This is an optimization exercise on Yosys and OpenROAD, whose aim is small area, a short achievable clock period and few clock cycles per item, not a production implementation.
Only simulation tests tie the RTL to the original design; equivalence was not proved.
Power is estimated from default activity; no workload was simulated.

$ cat flow/design.v
    localparam logic [3:0] MD_MUL    = 4'd0;
    localparam logic [3:0] MD_MULH   = 4'd1;
    localparam logic [3:0] MD_MULHSU = 4'd2;
    localparam logic [3:0] MD_MULHU  = 4'd3;
    localparam logic [3:0] MD_DIV    = 4'd4;
    localparam logic [3:0] MD_DIVU   = 4'd5;
    localparam logic [3:0] MD_REM    = 4'd6;
    localparam logic [3:0] MD_REMU   = 4'd7;
    localparam logic [3:0] MD_MULW   = 4'd8;
    localparam logic [3:0] MD_DIVW   = 4'd9;
    localparam logic [3:0] MD_DIVUW  = 4'd10;
    localparam logic [3:0] MD_REMW   = 4'd11;
    localparam logic [3:0] MD_REMUW  = 4'd12;
module md_sign_fix
(
    input  logic [63:0] hi,
    input  logic [63:0] lo,
    input  logic        sel_hi,
    input  logic        hi_zero,
    input  logic        hi_ones,
    input  logic        word,
    output logic [63:0] result
);
    logic [63:0] sel;
    always_comb begin
        sel    = sel_hi ? ((hi & {64{~hi_zero}}) | {64{hi_ones}}) : lo;
        result = word ? {{32{sel[31]}}, sel[31:0]} : sel;
    end
endmodule
module md_exec_unit
(
    input  logic               clk,
    input  logic               reset,
    input  logic               req_valid,
    input  logic [3:0]         op,
    input  logic [63:0]        srca,
    input  logic [63:0]        srcb,
    input  logic               hold,
    input  logic               flush,
    output logic               exe_is_waiting,
    output logic               result_valid,
    output logic [63:0]        result
);
    localparam logic [3:0] MD_MUL    = 4'd0;
    localparam logic [3:0] MD_MULH   = 4'd1;
    localparam logic [3:0] MD_MULHSU = 4'd2;
    localparam logic [3:0] MD_MULHU  = 4'd3;
    localparam logic [3:0] MD_DIV    = 4'd4;
    localparam logic [3:0] MD_DIVU   = 4'd5;
    localparam logic [3:0] MD_REM    = 4'd6;
    localparam logic [3:0] MD_REMU   = 4'd7;
    localparam logic [3:0] MD_MULW   = 4'd8;
    localparam logic [3:0] MD_DIVW   = 4'd9;
    localparam logic [3:0] MD_DIVUW  = 4'd10;
    localparam logic [3:0] MD_REMW   = 4'd11;
    localparam logic [3:0] MD_REMUW  = 4'd12;
    logic s_aln, s_mul, s_div, s_res, s_fix, s_done;
    logic idle;
    logic [63:0] H;
    logic [64:0] L;
    logic [64:0] X;
    logic [5:0]  cnt;
    logic        cq;        
    logic [7:0]  dd_q;
    logic [5:0]  shm_q;
    logic        k1_q;      
    logic        f_mul, f_word, f_hi, f_neg, f_na, f_nb, f_swap, f_rem, f_qz, f_qo;
    logic        f_negx, f_negm;
    logic        c_mul, c_sel4, c_sel2, c_sel1, c_inv0, c_inv1, c_en1, c_cin, c_cin2;
    logic [1:0]  c_lo;
    assign idle = ~(s_aln | s_mul | s_div | s_res | s_fix | s_done);
    logic        is_md, word, is_mul, is_rem, sa, sb, hi_sel;
    logic [63:0] ea, eb, ia, ib;
    logic        na, nb, accept, swap, bz, dsmall, fast;
    logic [7:0]  nza, nzb;
    logic [31:0] nz2a, nz2b;
    logic [6:0]  lza, lzb;
    logic [7:0]  dd;
    logic [6:0]  lzm;
    logic [5:0]  shm;
    md_lzc64 u_lza (.v(ia), .lz(lza));
    md_lzc64 u_lzb (.v(ib), .lz(lzb));
    always_comb begin
        is_md = ~(op[3] & op[2] & (op[1] | op[0]));
        word  = op[3];
        is_mul = 1'b0; is_rem = 1'b0; sa = 1'b0; sb = 1'b0; hi_sel = 1'b0;
        case (op)
            MD_MUL:    begin is_mul = 1'b1; sa = 1'b1; sb = 1'b1; end
            MD_MULH:   begin is_mul = 1'b1; sa = 1'b1; sb = 1'b1; hi_sel = 1'b1; end
            MD_MULHSU: begin is_mul = 1'b1; sa = 1'b1; hi_sel = 1'b1; end
            MD_MULHU:  begin is_mul = 1'b1; hi_sel = 1'b1; end
            MD_DIV:    begin sa = 1'b1; sb = 1'b1; hi_sel = 1'b1; end
            MD_DIVU:   begin hi_sel = 1'b1; end
            MD_REM:    begin sa = 1'b1; sb = 1'b1; is_rem = 1'b1; end
            MD_REMU:   begin is_rem = 1'b1; end
            MD_MULW:   begin is_mul = 1'b1; sa = 1'b1; sb = 1'b1; end
            MD_DIVW:   begin sa = 1'b1; sb = 1'b1; hi_sel = 1'b1; end
            MD_DIVUW:  begin hi_sel = 1'b1; end
            MD_REMW:   begin sa = 1'b1; sb = 1'b1; is_rem = 1'b1; end
            MD_REMUW:  begin is_rem = 1'b1; end
            default:   ;
        endcase
        ea = word ? {{32{sa & srca[31]}}, srca[31:0]} : srca;
        eb = word ? {{32{sb & srcb[31]}}, srcb[31:0]} : srcb;
        na = sa & ea[63];
        nb = sb & eb[63];
        ia = ea ^ {64{na}};
        ib = eb ^ {64{nb}};
        bz    = (eb == 64'd0);
        for (int i = 0; i < 8; i++) begin
            nza[i] = |ia[8*i +: 8];
            nzb[i] = |ib[8*i +: 8];
        end
        swap = 1'b0;
        for (int i = 0; i < 8; i++)
            if (nza[i] && ((nzb >> i) == 8'd0)) swap = 1'b1;
        for (int i = 0; i < 32; i++) begin
            nz2a[i] = |ia[2*i +: 2];
            nz2b[i] = |ib[2*i +: 2];
        end
        dsmall = 1'b0;
        for (int i = 1; i < 32; i++)
            if (nz2b[i] && ((nz2a >> (na ? i - 1 : i)) == 32'd0)) dsmall = 1'b1;
        fast  = ~is_mul & (bz | dsmall);
        dd    = {1'b0, lzb} - {1'b0, lza} + {7'd0, na};
        lzm   = swap ? lzb : lza;
        shm   = (lzm >= 7'd62) ? 6'd62 : {lzm[5:1], 1'b0};
        accept = idle & req_valid & is_md & ~flush;
    end
    logic        last;
    logic [66:0] r0, r1, r2, cs_s;
    logic [67:0] cs_c;
    logic [66:0] sum;
    logic [63:0] inc_in, inc_add, inc_out;
    logic        q;
    always_comb begin
        last = (cnt == 6'd0);
        r0 = c_mul ? {1'b0, L[63:0], c_lo} : ({{2{L[64]}}, L} ^ {67{c_inv0}});
        r1 = ({1'b0, X[63:0], 2'b00} & {67{c_sel4}})
           | ({2'b00, X[63:0], 1'b0} & {67{c_sel2}});
        r2 = ({3'b000, X[63:0]} & {67{c_sel1}})
           | (({{2{X[64]}}, X} ^ {67{c_inv1}}) & {67{c_en1}});
        cs_s = r0 ^ r1 ^ r2;
        cs_c = {(r0 & r1) | (r0 & r2) | (r1 & r2), c_cin2};
        sum  = cs_s + cs_c[66:0] + {66'd0, c_cin};
        q    = ~sum[64];
        inc_in  = s_fix ? ~H : H;
        inc_add = s_fix ? 64'd1 : 64'd4;
        inc_out = (s_fix ? (~f_mul | (L[63:0] == 64'd0)) : cq) ? (inc_in + inc_add) : inc_in;
    end
    logic [5:0]  shd, sh;
    logic [64:0] bin, bsh;
    always_comb begin
        shd = dd_q[6] ? 6'd63 : dd_q[5:0];
        sh  = f_mul ? shm_q : shd;
        bin = (f_mul & ~f_swap) ? {1'b0, H} : X;
        bsh = bin << sh;
    end
    logic mul_end, div_end, fix_need, res_need;
    logic n_aln, n_mul, n_div, n_res, n_fix, n_done;
    always_comb begin
        mul_end  = s_mul & last;
        div_end  = s_div & last;
        fix_need = f_rem ? (sum[64] | f_na) : f_neg;
        res_need = f_hi & sum[66];
        n_aln  = accept & ~fast;
        n_mul  = (s_aln & f_mul) | (s_mul & ~last);
        n_div  = (s_aln & ~f_mul & ~dd_q[7]) | (s_div & ~last);
        n_res  = mul_end & res_need;
        n_fix  = (mul_end & ~res_need & f_neg) | (s_res & f_neg) | (div_end & fix_need);
        n_done = (accept & fast)
               | (s_aln & ~f_mul & dd_q[7])
               | (mul_end & ~res_need & ~f_neg)
               | (s_res & ~f_neg)
               | (div_end & ~fix_need)
               | s_fix
               | (s_done & hold);
        if (flush) begin
            n_aln = 1'b0; n_mul = 1'b0; n_div = 1'b0;
            n_res = 1'b0; n_fix = 1'b0; n_done = 1'b0;
        end
    end
    logic [2:0] dig_n;
    logic       ln;
    always_comb begin
        if (s_aln) begin
            ln    = k1_q & f_negm;
            dig_n = {1'b0, bsh[63:62]} + {2'b00, ln};
        end else begin
            ln    = (cnt == 6'd1) & f_negm;
            dig_n = {1'b0, H[61:60]} + {2'b00, ln};
        end
    end
    always_ff @(posedge clk) begin
        c_mul  <= n_mul;
        c_sel4 <= n_mul & dig_n[2];
        c_sel2 <= n_mul & dig_n[1];
        c_sel1 <= n_mul & dig_n[0];
        c_lo   <= (n_mul & f_negx) ? (dig_n[2] ? 2'b11 : dig_n[1:0]) : 2'b00;
        c_inv0 <= 1'b0; c_inv1 <= 1'b0; c_en1 <= 1'b0; c_cin <= 1'b0; c_cin2 <= 1'b0;
        if (n_aln) begin
            c_inv0 <= na;
            c_cin  <= na;
        end else if (n_mul) begin
            c_cin  <= f_negx & dig_n[2];
        end else if (n_div) begin
            c_en1  <= 1'b1;
            c_inv1 <= (s_div ? ~sum[64] : 1'b1) ^ f_nb;
            c_cin  <= (s_div ? ~sum[64] : 1'b1) ^ f_nb;
        end else if (n_fix & div_end & sum[64]) begin
            c_inv0 <= f_na;
            c_inv1 <= f_nb ^ f_na;
            c_en1  <= 1'b1;
            c_cin  <= f_nb | f_na;
            c_cin2 <= f_na & ~f_nb;
        end else begin
            c_inv0 <= 1'b1;
            c_cin  <= 1'b1;
        end
    end
    always_ff @(posedge clk or negedge reset) begin
        if (!reset) begin
            s_aln <= 1'b0; s_mul <= 1'b0; s_div <= 1'b0;
            s_res <= 1'b0; s_fix <= 1'b0; s_done <= 1'b0;
        end else begin
            s_aln <= n_aln; s_mul <= n_mul; s_div <= n_div;
            s_res <= n_res; s_fix <= n_fix; s_done <= n_done;
        end
    end
    always_ff @(posedge clk) begin
        if (accept) begin
            H       <= ia;
            L       <= {1'b0, ea};
            X       <= {nb & ~is_mul, is_mul ? ib : eb};
            dd_q    <= dd;
            shm_q   <= shm;
            k1_q    <= (lzm >= 7'd62);
            f_mul   <= is_mul;
            f_word  <= word;
            f_hi    <= hi_sel;
            f_rem   <= is_rem;
            f_na    <= na;
            f_nb    <= nb;
            f_qz    <= ~is_mul & dsmall & ~bz;
            f_qo    <= ~is_mul & bz;
            f_swap  <= swap;
            f_negm  <= swap ? nb : na;
            f_negx  <= swap ? na : nb;
            f_neg   <= is_rem ? na : (na ^ nb);
        end else if (s_aln) begin
            if (f_mul) begin
                H   <= bsh[63:0];
                if (f_swap) X <= {1'b0, H};
                L   <= '0;
                cq  <= 1'b0;
                cnt <= 6'd31 - {1'b0, shm_q[5:1]};
            end else if (dd_q[7]) begin
                f_qz <= 1'b1;
            end else begin
                X   <= bsh;
                L   <= {1'b0, sum[63:0]};
                H   <= '0;
                cnt <= shd;
            end
        end else if (s_mul) begin
            H       <= {inc_out[61:0], sum[65:64]};
            L       <= {1'b0, sum[63:0]};
            cq      <= sum[66];
            cnt     <= cnt - 6'd1;
        end else if (s_div) begin
            L   <= sum[64:0];
            H   <= {H[62:0], q};
            if (!last) X <= {X[64], X[64:1]};
            cnt <= cnt - 6'd1;
        end else if (s_res) begin
            H   <= inc_out;
        end else if (s_fix) begin
            if (f_hi) H <= inc_out;
            else      L <= {1'b0, sum[63:0]};
        end
    end
    assign exe_is_waiting = (reset & req_valid & is_md & idle)
                          | s_aln | s_mul | s_div | s_res | s_fix;
    assign result_valid   = s_done;
    md_sign_fix u_out (
        .hi     (H),
        .lo     (L[63:0]),
        .sel_hi (f_hi),
        .hi_zero(f_qz),
        .hi_ones(f_qo),
        .word   (f_word),
        .result (result)
    );
endmodule
module md_lzc64
(
    input  logic [63:0] v,
    output logic [6:0]  lz
);
    logic [31:0] v1;  logic [31:0] p1;
    logic [15:0] v2;  logic [31:0] p2;
    logic [7:0]  v3;  logic [23:0] p3;
    logic [3:0]  v4;  logic [15:0] p4;
    logic [1:0]  v5;  logic [9:0]  p5;
    logic        v6;  logic [5:0]  p6;
    always_comb begin
        for (int i = 0; i < 32; i++) begin
            v1[i] = v[2*i+1] | v[2*i];
            p1[i] = ~v[2*i+1];
        end
        for (int i = 0; i < 16; i++) begin
            v2[i] = v1[2*i+1] | v1[2*i];
            p2[2*i +: 2] = v1[2*i+1] ? {1'b0, p1[2*i+1]} : {1'b1, p1[2*i]};
        end
        for (int i = 0; i < 8; i++) begin
            v3[i] = v2[2*i+1] | v2[2*i];
            p3[3*i +: 3] = v2[2*i+1] ? {1'b0, p2[2*(2*i+1) +: 2]} : {1'b1, p2[2*(2*i) +: 2]};
        end
        for (int i = 0; i < 4; i++) begin
            v4[i] = v3[2*i+1] | v3[2*i];
            p4[4*i +: 4] = v3[2*i+1] ? {1'b0, p3[3*(2*i+1) +: 3]} : {1'b1, p3[3*(2*i) +: 3]};
        end
        for (int i = 0; i < 2; i++) begin
            v5[i] = v4[2*i+1] | v4[2*i];
            p5[5*i +: 5] = v4[2*i+1] ? {1'b0, p4[4*(2*i+1) +: 4]} : {1'b1, p4[4*(2*i) +: 4]};
        end
        v6 = v5[1] | v5[0];
        p6 = v5[1] ? {1'b0, p5[9:5]} : {1'b1, p5[4:0]};
        lz = v6 ? {1'b0, p6} : 7'd64;
    end
endmodule
$ cat flow/run.sh
#!/bin/bash
# synth_recipe.tcl (not shown) runs the flow's synth.tcl, then flattens the netlist and writes it again
# the make line also repeats each setting of config.mk as NAME=value (left out here)
make -C /OpenROAD-flow-scripts/flow DESIGN_CONFIG=/design/flow/config.mk WORK_HOME=/design/flow/orfs CLKGATE_MAP_FILE= SYNTH_SCRIPT=/design/flow/synth_recipe.tcl finish
$ cat flow/config.mk
export PLATFORM = sky130hd
export DESIGN_NAME = md_exec_unit
export DESIGN_NICKNAME = md_exec_unit
export VERILOG_FILES = /design/flow/design.v
export SDC_FILE = /design/flow/constraint.sdc
export NUM_CORES = 4
export LEC_CHECK = 0
export CAP_MARGIN = 20
export CORE_MARGIN = 2
export CORE_UTILIZATION = 48
export SETUP_SLACK_MARGIN = 0.9
export SLEW_MARGIN = 20
export TNS_END_PERCENT = 5
$ cat flow/constraint.sdc
create_clock -name core_clock -period 5.5 [get_ports {clk}]
set_input_delay 1.1000 -clock core_clock [delete_from_list [all_inputs] [get_ports {clk}]]
set_output_delay 1.1000 -clock core_clock [all_outputs]
set_load 0.01 [all_outputs]
==> results.txt <==
Final WS setup - 0.449 ns
Syn Area/Cell - 7.29 um2
Post-synth top flop - edfxtp_1
largest net degree at the start of global routing - 68
flops & latches, synth - 244
HPWL Detailed - 166000 um
Final #Nets - 5854
initial antenna violation count - 17
Worst Path Arrival - 3.95 ns
Crit Path Category - flop to output pin
EDFF count, synth - 226
Finished Layout Cells - 6625
Compound-Gate Fraction of Synth Area - 30.3%
DP Area - 43800 um2
I/O Pins - 203
unrepaired setup endpoints after global routing - true
Post-Synth Simple-Gate Area - 19.9%
mapped cell area - 36900 um2
most common cell after layout, fill and taps aside - buf_4
fin crit period - 5.05 ns
cell area after layout - 46400 um2
grt total ovfl - 0
hold_buf cts - 0
DRC Markers - 0
routed length per placed instance - 32.4 um
Synth Area in XOR/XNOR - 7.80%
H-tree depth - 1
Crit Path Max Fanout - 32
Detail Route Antenna Nets - 0
placed insts - 6499
status - no timing/DRC/antenna violations
Longest Clk Path Bufs - 3
area leader, netlist - edfxtp_1
post-route clock period utilization - 91.8%
Die X-Extent - 281 um
final setup TNS - 0 ns
share of layout cells above drive strength 1 - 20.1%
syn_nets - 5363
Final Skew - 0.0430 ns
multi-input logic area - 28000 um2
Max Cap Viol - 0
CORE AREA - 76100 um2
fraction of registers with async set/reset - 2.46%
CP endpoint kind - output pin
register area - 7200 um2
Via Count - 45714
Peak VDD IR - 0.302 mV
Syn-to-layout area delta - 25.8%
P per Cell Area - 282 nW/um2
first-pass GRT wire length - 300000 um
Slew @ Worst Pin - 1.24 ns
mux cell area share after synthesis - 7.95%
Rel. slew slack - 17.2%
critical path launch point type - flop
post-synthesis sequential area ratio - 19.4%
TritonCTS buffer count - 31
Synth top area share - 18.4%
DRT Wirelength - 214000 um
Vias/cell - 6.90
Vert. Die Dim - 281 um
port bufs - 202
Die ar. - 79200 um2
Min-Delay Path Class - flop to flop
P_leak - 18.5 nW
CTS root buffer - clkbuf_16
largest family of logic cells by synthesized area - compound AO/OA/AOI/OAI gates
CTS tree - yes
initial core utilization - 48.5%
pre-CTS setup slack - -0.961 ns
commonest non-fill, non-tap cells in the layout - 665 x buf_4, 638 x a21oi_1, 626 x nor2_1
All-Layer GR Usage - 52.4%
vias in the first global route - 42421
layout filler cell count - 6983
Distinct cells, synth - 115
Hold Vio Cnt, Final - 0
GPL Wtd Cong - 1.10
initial DRC count - 7526
CP required - 4.40 ns
DRT Pass-1 Iters - 9
Clock Latency Late Sink - 0.66 ns
Mapped Cells - 5064
clock sink count - 244
Slew Viols, Final - 0
Clock Pin Slew Worst Setup and Hold Paths - 0.07 ns
final hold slack - 0.479 ns
Setup violations, final - 0
maximum clock rate - 0.198 GHz
YS warnings - 3
ranking of synthesized cells by area - edfxtp_1 18%, a21oi_1 8.9%, nor2_1 6.5%
# rows - 101
adder-cell area share of the yosys netlist - 6.87%
==> cell type report <==
class,count,share of cell area (%)
Inverter,262,2.16
Antenna cell,16,0.0862
Multi-Input combinational cell,4097,60.3
Timing Repair Buffer,919,17.1
Sequential cell,244,15.5
Clock inverter,19,0.229
Clock buffer,38,1.83
Tap cell,1030,2.77
==> final timing paths <==
kind / start / endpoint / slack, ns / depth (start not counted)
worst max-delay path: f_qz$_SDFFCE_PN1P_ / result[49] / 0.45 / 6
worst min-delay path: L[64]$_SDFFE_PP0P_ / L[64]$_SDFFE_PP0P_ / 0.48 / 2
worst max register to register: c_inv0$_DFF_P_ / c_cin$_DFF_P_ / 0.53 / 21
worst min register to register: L[64]$_SDFFE_PP0P_ / L[64]$_SDFFE_PP0P_ / 0.48 / 2
max in group asynchronous: reset / s_fix$_DFF_PN0_ / 3.97 / 1
min in group asynchronous: reset / s_res$_DFF_PN0_ / 0.92 / 1
==> report_power, final <==
| part | total (mW) | switching [mW] | internal (mW) |
|---|---|---|---|
| Clock | 2.08 | 0.982 | 1.09 |
| Sequential | 3.44 | 0.874 | 2.57 |
| Combinational | 7.57 | 4.55 | 3.03 |
| Total | 13.1 | 6.40 | 6.69 |
==> critical path, stage by stage (launching register included) <==
cell and delay, ns:
edfxtp_1 0.66, inv_2 0.15, a21oi_1 0.10, a21oi_1 0.44
nand2_1 0.73, o21ai_0 0.53, clkdlybuf4s50_1 0.67
==> repair_timing <==
item                                   in CTS  in global routing
gates cloned                                6                  2
pin swaps                                  47                 26
setup endpoints to repair                  94                132
resized for setup                         185                 82
buffers inserted                           28                 17
endpoints found under the hold margin       0                  0
==> metrics by stage <==
stage	total power, mW	utilization [%]
floorplan	7.17	-
global route	13.5	61.0
detailed placement	10.2	57.6
global placement	10.2	57.6
CTS	12.4	60.3
finish	13.1	61.1
==> logic make-up (layout without fill, tap and decap cells) <==
logic type                 Yosys count  after routing
adders and majority gates          162            162
DFF                                244            244
xor gates and xnor gates           329            329
muxes                              229            229
and+or+nand+nor                   1598           1598
AOI/OAI and AO/OA                 1778           1779
other                                0             16
buffers and inverters              724           1238
==> routing by layer <==
layer  up-vias  GRT usage [%]  share of wire (%)
met1     21357           61.6                 35
met2      3782           73.9                 39
met3      1038           21.1                 15
met5         -          0.855              0.018
li1      19531              -                  -
met4         6           45.0                 11
==> state kept, by name, summed over array words and instances, names as in the netlist, 2 cells and up <==
signal / count
L: 65
X: 65
H: 64
dd_q: 8
cnt: 6
shm_q: 5
c_lo: 2
==> cells in the mapped netlist, drive strengths merged (24+ instances only) <==
cell type / n
a21oi: 661
nor2: 645
nand2: 429
clkbuf: 334
o21ai: 326
inv: 258
xnor2: 238
edfxtp: 226
mux2i: 130
buf: 128
a22oi: 107
nor3: 102
o22ai: 97
ha: 94
xor2: 91
nand3: 86
a211oi: 82
fa: 68
o31ai: 63
a21o: 54
mux2: 54
a31oi: 53
nor4: 49
a221oi: 47
mux4: 45
o211ai: 44
nand4: 42
and3: 36
nand2b: 31
nor2b: 26
and2: 24
Testbench counts, summed over its fixed seeds: cycles 29,394, ops 2,400.

separate check: timing with driven ports:
Ports are ideal in the flow. The routed layout listed here was re-timed in OpenROAD.
Step 1 assumes that a clkbuf_16 drives the clock port and a buf_2 every other input.
Step 2 times the ports against the registers' clock, not the clock port: input delays grow and output delays shrink by t, the midpoint of the rising clock arrivals with the driver on.
a / b / c = ideal / step 1 / step 2; a / b = the first two.
t (ns): 0.724
setup WS [ns]: 0.449 / 0.367 / 0.071
hold WS [ns]: 0.479 / 0.479 / 0.479
slew at the worst register clock pin (ns): 0.07 / 0.07
worst data-port slew with drivers (ns): 0.20
After both steps this run still meets setup and hold. The setup slack of this run moves by -0.082 ns with the drivers and by -0.378 ns with both steps.
